This is an optimization exercise on Yosys and OpenROAD, whose aim is small area and a short achievable clock period, not a production implementation. RTL that was checked went through simulation tests only; none was proved equivalent to the original. Power figures rest on the tool's default switching activity, not on a simulated workload.

## before
// alignCellTop
module alignCellTop (
  input  logic        clk,
  input  logic        rst,
  input  logic [76:0] n1_i,
  input  logic [76:0] n2_i,
  input  logic [76:0] n3_i,
  input  logic [1:0]  a_i,
  input  logic [1:0]  b_i,
  input  logic [1:0]  c_i,
  input  logic        en_i,
  output logic [76:0] state_o,
  output logic [1:0]  baseA_o,
  output logic        en_o
);
clock: 11.0 ns
lec_check: 0
abc_area: 1
cap_margin: 20
core_margin: 2
core_utilization: 45
setup_slack_margin: 5
slew_margin: 20
standard.sh (not shown) runs the stock make flow with config.mk's settings and CLKGATE_MAP_FILE= SYNTH_SCRIPT=/design/flow/synth_recipe.tcl, a recipe that flattens the netlist after the stock synthesis.
==> flow/flow/run.sh <==
#!/bin/bash
# The standard layout, with plain sky130_fd_sc_hd__buf_1 cells as the port
# buffers (the resizer's timing repair sizes them up where a path needs it).
# make's full output goes to flow.log here; each ORFS step keeps its own log
# under orfs/logs/.
set -euo pipefail
bash standard.sh "BUFFER_PORTS_ARGS=-buffer_cell sky130_fd_sc_hd__buf_1" finish > flow.log 2>&1
For after, these inputs were changed with respect to before:
--- a/flow/design.v
+++ b/flow/design.v
@@ -149,36 +149,27 @@
   assign geAB = gtAB | &(yA | ~yB);
   function automatic logic [20:0] thr(input int p, input int q, input int r, input int s1);
     thr = '0;
     thr[P0*3 +: 3] = 3'(p);  thr[P1*3 +: 3] = 3'(p);
     thr[Q0*3 +: 3] = 3'(q);  thr[Q1*3 +: 3] = 3'(q);
     thr[R0*3 +: 3] = 3'(r);  thr[R1*3 +: 3] = 3'(r);
     thr[S0*3 +: 3] = 3'(s1);
   endfunction
   localparam logic [20:0] THR_T1  = thr(4, 3, 3, 2);
   localparam logic [20:0] THR_T21 = thr(1, 0, 1, 0);    
   localparam logic [20:0] THR_T20 = thr(3, 2, 3, 2);    
-  logic [8:0]  hiA1, hiB1;
-  logic [1:0]  loA2, loB2;
-  logic        bwA2, bwB2;
   logic [10:0] rA1, rB1, rA2, rB2;
-  assign hiA1 = yA[10:2] - 9'd1;
-  assign hiB1 = yB[10:2] - 9'd1;
-  assign rA1  = {hiA1, yA[1:0]};
-  assign rB1  = {(yB[1:0] != 2'd3) ? hiB1 : yB[10:2], yB[1:0] + 2'd1};
-  assign loA2 = bonus_i ? yA[1:0] - 2'd1 : yA[1:0] + 2'd1;
-  assign loB2 = bonus_i ? yB[1:0] - 2'd1 : yB[1:0] + 2'd1;
-  assign bwA2 = bonus_i ? (yA[1:0] == 2'd0) : (yA[1:0] != 2'd3);
-  assign bwB2 = bonus_i ? (yB[1:0] == 2'd0) : (yB[1:0] != 2'd3);
-  assign rA2  = {bwA2 ? hiA1 : yA[10:2], loA2};
-  assign rB2  = {bwB2 ? hiB1 : yB[10:2], loB2};
+  assign rA1 = yA[10:0] - 11'd4;
+  assign rB1 = yB[10:0] - 11'd3;
+  assign rA2 = bonus_i ? yA[10:0] - 11'd1 : yA[10:0] - 11'd3;
+  assign rB2 = bonus_i ? yB[10:0] - 11'd1 : yB[10:0] - 11'd3;
   max7Tree #(.THR1(THR_T1), .THR0(THR_T1), .CA1(4), .CA0(4), .CB1(3), .CB0(3)) fix1 (
     .x_i(xAll), .bonus_i(1'b1), .sel_i(gtAB),
     .ya_i(yA), .ra_i(rA1), .yb_i(yB), .rb_i(rB1), .max_o(f1));
   max7Tree #(.THR1(THR_T21), .THR0(THR_T20), .CA1(1), .CA0(3), .CB1(1), .CB0(3)) fix2 (
     .x_i(xAll), .bonus_i(bonus_i), .sel_i(geAB),
     .ya_i(yA), .ra_i(rA2), .yb_i(yB), .rb_i(rB2), .max_o(f2));
   assign t1_o = {~f1[10], f1[9:0]};
   assign t2_o = {~f2[10], f2[9:0]};
 endmodule
 `timescale 1ns/1ps
 module alignCell (
@@ -326,28 +317,24 @@
   always_comb begin
     if (eqBC ? pAr[0] : |pAr[2:0])
       kyA = {1'b1, 9'd0, eqBC ? 2'd0 : pAr[2] ? 2'd2 : pAr[1] ? 2'd1 : 2'd0};
     else
       kyA = {1'b0, pAr[5] ? 11'd2047 : pAr[4] ? 11'd2046 : pAr[3] ? 11'd2045 : nAr[10:0]};
     if (~eqBC & |pBr[1:0])
       kyB = {1'b1, 9'd0, pBr[1] ? 2'd1 : 2'd0};
     else
       kyB = {1'b0, pBr[5] ? 11'd2047 : pBr[4] ? 11'd2046 : pBr[3] ? 11'd2045 : nBr[10:0]};
   end
   assign kAB  = ge12r(kyA, kyB, 1'b0);
-  logic [11:0] kyW;
-  logic [1:0]  tW, loW;
-  assign kyW  = kAB ? kyA : kyB;
-  assign tW   = kAB ? (eqBC ? 2'd1 : 2'd3) : (eqBC ? 2'd0 : 2'd2);
-  assign loW  = kyW[1:0] - tW;
-  assign iyzF = {(kyW[1:0] < tW) ? kyW[10:2] - 9'd1 : kyW[10:2], loW};
+  assign iyzF = kAB ? (eqBC ? kyA[10:0] - 11'd1 : kyA[10:0] - 11'd3)
+                    : (eqBC ? kyB[10:0]          : kyB[10:0] - 11'd2);
   assign m3   = ge12r(nAr, nBr, 1'b1) ? nAr : nBr;
   logic [10:0] mK;        
   logic [5:0]  mP;        
   assign mK = m3[10:0];
   assign mP = pAr | pBr;
   logic        t3, tm1;
   logic [10:0] mPreX;
   assign t3  = eqABn & eqBCn;
   assign tm1 = ~t3 & (eqABn | eqBCn | eqACn);
   always_comb begin
     if (t3)
### Flow results
The flip-flop and latch count on after is in line with that on before.
The lower number of standard cells in the final layout excluding fillers came out of after.
For sequential share of layout area, before and after come out practically identical.
Relative to before, the final wirelength measured on after has increased slightly.
Per the comparison of after with before, ratio of final minimum period to clock period lost 0.53 points, number of post-CTS setup repair buffers lost 2.
Going from before to after, final worst-path setup slack grows by 0.058 ns.
Diff before -> after | combinational cell fraction of total power | increase of 1.3 points
Comparing after and before, the lower proportion of power drawn by flip-flops and latches is on after.
The final area of before and that of after are within noise of each other.
Delta (after minus before): compound-gate portion of the synthesized area fell by 1.1 points, total power went up by 7.4%.
Diff before -> after: sequential area share after synthesis stayed essentially flat, cell count after synthesis about even.
No functional check of the RTL was part of any run of this note.

Setup of job 3711:
Another version of the RTL of alignCellTop (not shown whole).
Size: ~3800 cells after synthesis, about 150 flip-flops, about 320 I/O pins, ~21000 µm² of cells after synthesis.
Settings: LEC_CHECK=0, ABC_AREA=1, CAP_MARGIN=20, CORE_MARGIN=2, CORE_UTILIZATION=45, SETUP_SLACK_MARGIN=5, SLEW_MARGIN=20; clock period 11.0 ns.
Scripts as last shown in full above: flow/flow/run.sh
Looking at the reports, job 3711 completed the entire flow and the layout it produced met the timing, design-rule and antenna checks.
#### Input delta (job 793 over job 3711)
--- a/flow/design.v
+++ b/flow/design.v
@@ -212,21 +212,20 @@
     ge12 = g3[1] | (t3[1] & g3[0]);
   endfunction
   function automatic logic ge13(input logic [12:0] a, input logic [12:0] b, input logic cin);
     logic o;
     o = cin;
     for (int i = 0; i < 13; i++) o = (a[i] & ~b[i]) | ((a[i] | ~b[i]) & o);
     ge13 = o;
   endfunction
   localparam int FM = 6, FIX = 5, FIY = 4, FIZ = 3, FIXY = 2, FIYZ = 1, FIXZ = 0;
   logic [76:0] S;
-  logic [10:0] iyzPre;
   logic [1:0]  A, B, C;
   logic        E;
   logic [10:0] mPre, ixyPre, ixzPre;
   logic        start;
   logic        eqAB, eqBC, eqAC, eqABn, eqBCn, eqACn;
   assign start = en_i & ~E;
   assign eqAB  = (A == B);
   assign eqBC  = (B == C);
   assign eqAC  = (A == C);
   assign eqABn = (a_i == b_i);
@@ -311,36 +310,40 @@
   assign nA  = ({12{ a01 &  a02 &  a03}} & km[FM])
              | ({12{~a01 &  a12 &  a13}} & km[FIX])
              | ({12{~a02 & ~a12 &  a23}} & km[FIXY])
              | ({12{~a03 & ~a13 & ~a23}} & km[FIXZ]);
   assign b01 = ge12(km[FIY],  km[FIZ],  1'b1);
   assign b02 = ge12(km[FIY],  km[FIYZ], 1'b1);
   assign b12 = ge12(km[FIZ],  km[FIYZ], 1'b1);
   assign nB  = ({12{ b01 &  b02}} & km[FIY])
              | ({12{~b01 &  b12}} & km[FIZ])
              | ({12{~b02 & ~b12}} & km[FIYZ]);
-  assign m3  = ge12(nA, nB, 1'b1) ? nA : nB;
+  logic [11:0] nAr, nBr;
+  logic [5:0]  pAr, pBr;      
   always_comb begin
-    if (eqBCn ? pA0 : (pA0 | pA1 | pA2))
-      kyA = {1'b1, 9'd0, eqBCn ? 2'd0 : pA2 ? 2'd2 : pA1 ? 2'd1 : 2'd0};
+    if (eqBC ? pAr[0] : |pAr[2:0])
+      kyA = {1'b1, 9'd0, eqBC ? 2'd0 : pAr[2] ? 2'd2 : pAr[1] ? 2'd1 : 2'd0};
     else
-      kyA = {1'b0, pA7 ? 11'd2047 : pA6 ? 11'd2046 : pA5 ? 11'd2045 : nA[10:0]};
-    if (~eqBCn & (pB0 | pB1))
-      kyB = {1'b1, 9'd0, pB1 ? 2'd1 : 2'd0};
+      kyA = {1'b0, pAr[5] ? 11'd2047 : pAr[4] ? 11'd2046 : pAr[3] ? 11'd2045 : nAr[10:0]};
+    if (~eqBC & |pBr[1:0])
+      kyB = {1'b1, 9'd0, pBr[1] ? 2'd1 : 2'd0};
     else
-      kyB = {1'b0, pB7 ? 11'd2047 : pB6 ? 11'd2046 : pB5 ? 11'd2045 : nB[10:0]};
+      kyB = {1'b0, pBr[5] ? 11'd2047 : pBr[4] ? 11'd2046 : pBr[3] ? 11'd2045 : nBr[10:0]};
   end
   assign kAB  = ge12(kyA, kyB, 1'b0);
-  assign iyzF = kAB ? (eqBCn ? kyA[10:0] - 11'd1 : kyA[10:0] - 11'd3)
-                    : (eqBCn ? kyB[10:0]          : kyB[10:0] - 11'd2);
+  assign iyzF = kAB ? (eqBC ? kyA[10:0] - 11'd1 : kyA[10:0] - 11'd3)
+                    : (eqBC ? kyB[10:0]          : kyB[10:0] - 11'd2);
+  assign m3   = ge12(nAr, nBr, 1'b1) ? nAr : nBr;
   logic [10:0] mK;        
   logic [5:0]  mP;        
+  assign mK = m3[10:0];
+  assign mP = pAr | pBr;
   logic        t3, tm1;
   logic [10:0] mPreX;
   assign t3  = eqABn & eqBCn;
   assign tm1 = ~t3 & (eqABn | eqBCn | eqACn);
   always_comb begin
     if (t3)
       mPreX = mK + 11'd3;
     else if (tm1)
       mPreX = mP[0] ? 11'd2047 : mP[5] ? 11'd2046 : mP[4] ? 11'd2045 : mP[3] ? 11'd2044
             : mK - 11'd1;
@@ -349,35 +352,37 @@
             : mP[5] ? 11'd2044 : mP[4] ? 11'd2043 : mP[3] ? 11'd2042 : mK - 11'd3;
   end
   logic [10:0] mN, ixN, ixyN, ixzN;
   assign ixN  = start ? 11'h7fe : {~ixF[10], ixF[9:0]};
   assign mN   = start ? ((eqAB & eqBC) ? 11'd3 : (eqAB | eqBC | eqAC) ? 11'h7ff : 11'h7fd) : mPre;
   assign ixyN = start ? (eqAB ? 11'd0 : 11'h7fe) : ixyPre;
   assign ixzN = start ? (eqAC ? 11'd0 : 11'h7fe) : ixzPre;
   always_ff @(posedge clk or posedge rst) begin
     if (rst) begin
       S      <= '0;
-      iyzPre <= '0;
-      mK     <= 11'h400;   
-      mP     <= '0;
+      nAr    <= 12'hc00;   
+      nBr    <= 12'hc00;
+      pAr    <= '0;
+      pBr    <= '0;
       A      <= '0;
       B      <= '0;
       C      <= '0;
       E      <= 1'b0;
       mPre   <= 11'd3;    
       ixyPre <= '0;
       ixzPre <= '0;
     end else begin
-      S      <= {mN, ixN, iyN, izN, ixyN, iyzPre, ixzN};
-      iyzPre <= {~iyzF[10], iyzF[9:0]};
-      mK     <= m3[10:0];
-      mP     <= {pA7 | pB7, pA6 | pB6, pA5 | pB5, pA2 | pB2, pA1 | pB1, pA0 | pB0};
+      S      <= {mN, ixN, iyN, izN, ixyN, {~iyzF[10], iyzF[9:0]}, ixzN};
+      nAr    <= nA;
+      nBr    <= nB;
+      pAr    <= {pA7, pA6, pA5, pA2, pA1, pA0};
+      pBr    <= {pB7, pB6, pB5, pB2, pB1, pB0};
       A      <= a_i;
       B      <= b_i;
       C      <= c_i;
       E      <= en_i;
       mPre   <= {~mPreX[10], mPreX[9:0]};
       ixyPre <= ixyPreD;
       ixzPre <= ixzPreD;
     end
   end
   assign state_o = S;
==> comparison <==
Between job 3711 and job 793, the flow reports synthesized cell count decreasing slightly.
Diff job 3711 and job 793: number of design-rule violations left by the first detailed-router iteration lower in job 793
Lower cell count was reported by job 793, not job 3711.
Job 793 gives more fraction of power consumed by sequential logic than job 3711 did.
Total area of multi-input combinational cells in job 793 vs job 3711: down 1.5%
The critical path depth in job 793 sits 2 above the value recorded for job 3711.
Against job 3711, register area in job 793 rose by a few percent.
Comparing area fraction in compound gates after synthesis for job 3711 and job 793, the smaller number came from job 3711.
For job 793, only the layout was checked, not whether the RTL still works.

raven:
Another version of the RTL of alignCellTop (not shown whole).
For scale: ~3800 cells after synthesis, about 150 flip-flops, ~320 I/O pins, ~22000 µm² of cells after synthesis.
==> module cellUpdate, before the edit <==
module cellUpdate #(
  parameter int P0 = 6, parameter int P1 = 0,
  parameter int Q0 = 5, parameter int Q1 = 2,
  parameter int R0 = 3, parameter int R1 = 1,
  parameter int S0 = 4
) (
  input  logic [76:0] src_i,      
  input  logic        bonus_i,    
  output logic [10:0] t1_o,       
  output logic [10:0] t2_o
);
  function automatic logic ge12(input logic [11:0] a, input logic [11:0] b, input logic cin);
    logic [12:0] g0, t0;
    logic [6:0]  g1, t1;
    logic [3:0]  g2, t2;
    logic [1:0]  g3, t3;
    g0 = {a & ~b, cin};
    t0 = {a | ~b, 1'b0};
    for (int j = 0; j < 6; j++) begin
      g1[j] = g0[2*j+1] | (t0[2*j+1] & g0[2*j]);
      t1[j] = t0[2*j+1] & t0[2*j];
    end
    g1[6] = g0[12];
    t1[6] = t0[12];
    for (int j = 0; j < 3; j++) begin
      g2[j] = g1[2*j+1] | (t1[2*j+1] & g1[2*j]);
      t2[j] = t1[2*j+1] & t1[2*j];
    end
    g2[3] = g1[6];
    t2[3] = t1[6];
    for (int j = 0; j < 2; j++) begin
      g3[j] = g2[2*j+1] | (t2[2*j+1] & g2[2*j]);
      t3[j] = t2[2*j+1] & t2[2*j];
    end
    ge12 = g3[1] | (t3[1] & g3[0]);
  endfunction
  logic [10:0] X [7];
  logic [76:0] xAll;
  for (genvar f = 0; f < 7; f++) begin : gX
    assign X[f] = {~src_i[f*11+10], src_i[f*11 +: 10]};
    assign xAll[f*11 +: 11] = X[f];
  end
  logic        gtAB, geAB;
  logic [10:0] f1, f2;
  logic [11:0] yA, yB, yQ0, yQ1, yS;
  logic cP, cQ, gP0Q0, gP0Q1, gP1Q0, gP1Q1, wP0, wP1, wQ0, wQ1;
  assign cP    = ge12({1'b0, X[P0]}, {1'b0, X[P1]}, 1'b1);
  assign cQ    = ge12({1'b0, X[Q0]}, {1'b0, X[Q1]}, 1'b1);
  assign gP0Q0 = ge12({1'b0, X[P0]}, {1'b0, X[Q0]}, 1'b0);
  assign gP0Q1 = ge12({1'b0, X[P0]}, {1'b0, X[Q1]}, 1'b0);
  assign gP1Q0 = ge12({1'b0, X[P1]}, {1'b0, X[Q0]}, 1'b0);
  assign gP1Q1 = ge12({1'b0, X[P1]}, {1'b0, X[Q1]}, 1'b0);
  assign wP0 =  cP & gP0Q0 & gP0Q1;
  assign wP1 = ~cP & gP1Q0 & gP1Q1;
  assign wQ0 =  cQ & ~gP0Q0 & ~gP1Q0;
  assign wQ1 = ~cQ & ~gP0Q1 & ~gP1Q1;
  assign yQ0 = {1'b0, X[Q0]} + 12'd1;
  assign yQ1 = {1'b0, X[Q1]} + 12'd1;
  assign yA  = ({12{wP0}} & {1'b0, X[P0]}) | ({12{wP1}} & {1'b0, X[P1]})
             | ({12{wQ0}} & yQ0) | ({12{wQ1}} & yQ1);
  logic cR, gR0S, gR1S, wR0, wR1, wS;
  assign cR   = ge12({1'b0, X[R0]}, {1'b0, X[R1]}, 1'b1);
  assign gR0S = ge12({1'b0, X[R0]}, {1'b0, X[S0]}, 1'b0);
  assign gR1S = ge12({1'b0, X[R1]}, {1'b0, X[S0]}, 1'b0);
  assign wR0  =  cR & gR0S;
  assign wR1  = ~cR & gR1S;
  assign wS   = ~(wR0 | wR1);
  assign yS   = {1'b0, X[S0]} + 12'd1;
  assign yB   = ({12{wR0}} & {1'b0, X[R0]}) | ({12{wR1}} & {1'b0, X[R1]}) | ({12{wS}} & yS);
  assign gtAB = ge12(yA, yB, 1'b0);
  assign geAB = ge12(yA, yB, 1'b1);
  function automatic logic [20:0] thr(input int p, input int q, input int r, input int s1);
    thr = '0;
    thr[P0*3 +: 3] = 3'(p);  thr[P1*3 +: 3] = 3'(p);
    thr[Q0*3 +: 3] = 3'(q);  thr[Q1*3 +: 3] = 3'(q);
    thr[R0*3 +: 3] = 3'(r);  thr[R1*3 +: 3] = 3'(r);
    thr[S0*3 +: 3] = 3'(s1);
  endfunction
  localparam logic [20:0] THR_T1  = thr(4, 3, 3, 2);
  localparam logic [20:0] THR_T21 = thr(1, 0, 1, 0);    
  localparam logic [20:0] THR_T20 = thr(3, 2, 3, 2);    
  logic [10:0] rA1, rB1, rA2, rB2;
  assign rA1 = yA[10:0] - 11'd4;
  assign rB1 = yB[10:0] - 11'd3;
  assign rA2 = bonus_i ? yA[10:0] - 11'd1 : yA[10:0] - 11'd3;
  assign rB2 = bonus_i ? yB[10:0] - 11'd1 : yB[10:0] - 11'd3;
  max7Tree #(.THR1(THR_T1), .THR0(THR_T1), .CA1(4), .CA0(4), .CB1(3), .CB0(3)) fix1 (
    .x_i(xAll), .bonus_i(1'b1), .sel_i(gtAB),
    .ya_i(yA), .ra_i(rA1), .yb_i(yB), .rb_i(rB1), .max_o(f1));
  max7Tree #(.THR1(THR_T21), .THR0(THR_T20), .CA1(1), .CA0(3), .CB1(1), .CB0(3)) fix2 (
    .x_i(xAll), .bonus_i(bonus_i), .sel_i(geAB),
    .ya_i(yA), .ra_i(rA2), .yb_i(yB), .rb_i(rB2), .max_o(f2));
  assign t1_o = {~f1[10], f1[9:0]};
  assign t2_o = {~f2[10], f2[9:0]};
endmodule
clock: 11.0 ns
lec_check: 0
abc_area: 1
cap_margin: 20
core_margin: 2
core_utilization: 45
setup_slack_margin: 4
slew_margin: 20
Scripts as last shown in full above: flow/flow/run.sh
Here is what was changed in the inputs of maple compared with raven.
--- a/flow/design.v
+++ b/flow/design.v
@@ -144,11 +144,11 @@
   assign wR1  = ~cR & gR1S;
   assign wS   = ~(wR0 | wR1);
   assign yS   = {1'b0, X[S0]} + 12'd1;
   assign yB   = ({12{wR0}} & {1'b0, X[R0]}) | ({12{wR1}} & {1'b0, X[R1]}) | ({12{wS}} & yS);
   assign gtAB = ge12(yA, yB, 1'b0);
-  assign geAB = ge12(yA, yB, 1'b1);
+  assign geAB = gtAB | &(yA | ~yB);
   function automatic logic [20:0] thr(input int p, input int q, input int r, input int s1);
     thr = '0;
     thr[P0*3 +: 3] = 3'(p);  thr[P1*3 +: 3] = 3'(p);
     thr[Q0*3 +: 3] = 3'(q);  thr[Q1*3 +: 3] = 3'(q);
     thr[R0*3 +: 3] = 3'(r);  thr[R1*3 +: 3] = 3'(r);
==> notes.md <==
maple finished every stage and its layout cleared the timing, design-rule and antenna checks.
Final estimated routing congestion in global placement: maple higher than raven
From raven to maple the numbers moved as follows: share of the yosys chip area belonging to registers was more or less identical; post-synth design cell area dropped 0.70%.
Diff raven -> maple: switching power total rose 4.0%; total power rose about 4%.
raven → maple: final area dropped about 0.7%; area overhead of the layout relative to synthesis barely changed; first-pass GRT wire length dropped 2.3%; combinational fraction of design power climbed 0.7 points; fmax barely changed.
When maple is measured against raven, its mux contribution to synthesized area turns out 0.19 points lower.
Relative to raven, the area share of and/or/nand/nor cells after synthesis of maple is higher by 2.3 points.

## what the ideal ports hide
Ports are ideal in the flow. The routed layouts listed here were re-timed in OpenROAD.
Step 1 assumes that a clkbuf_16 drives the clock port and a buf_2 every other input.
Step 2 moves the port delays by t, midway between the first and last clock arrival at a register: inputs arrive t later, outputs are due t later. That takes back most of the time a late clock gives input paths.
Three values: ideal ports, drivers, drivers and shift; two values: the first two.
run	t (ns)	slack for setup (ns)	worst hold slack (ns)	worst slew at a driven data input, ns	pins driven straight from the clock port
before	0.478	5.085 / 5.103 / 4.625	0.451 / 0.451 / 0.451	0.11	1
after	0.472	5.143 / 5.162 / 4.690	0.447 / 0.447 / 0.447	0.11	1
job 3711	0.459	5.169 / 5.186 / 4.727	0.347 / 0.347 / 0.347	0.12	1
job 793	0.474	5.137 / 5.167 / 4.693	0.446 / 0.446 / 0.446	0.06	1
raven	0.464	4.457 / 4.482 / 4.018	0.346 / 0.346 / 0.346	0.05	1
maple	0.463	4.457 / 4.480 / 4.018	0.347 / 0.347 / 0.347	0.10	1
After both steps every run listed still meets setup and hold. The setup slack of before, which loses most, moves by +0.018 ns with the drivers and by -0.460 ns with both steps.
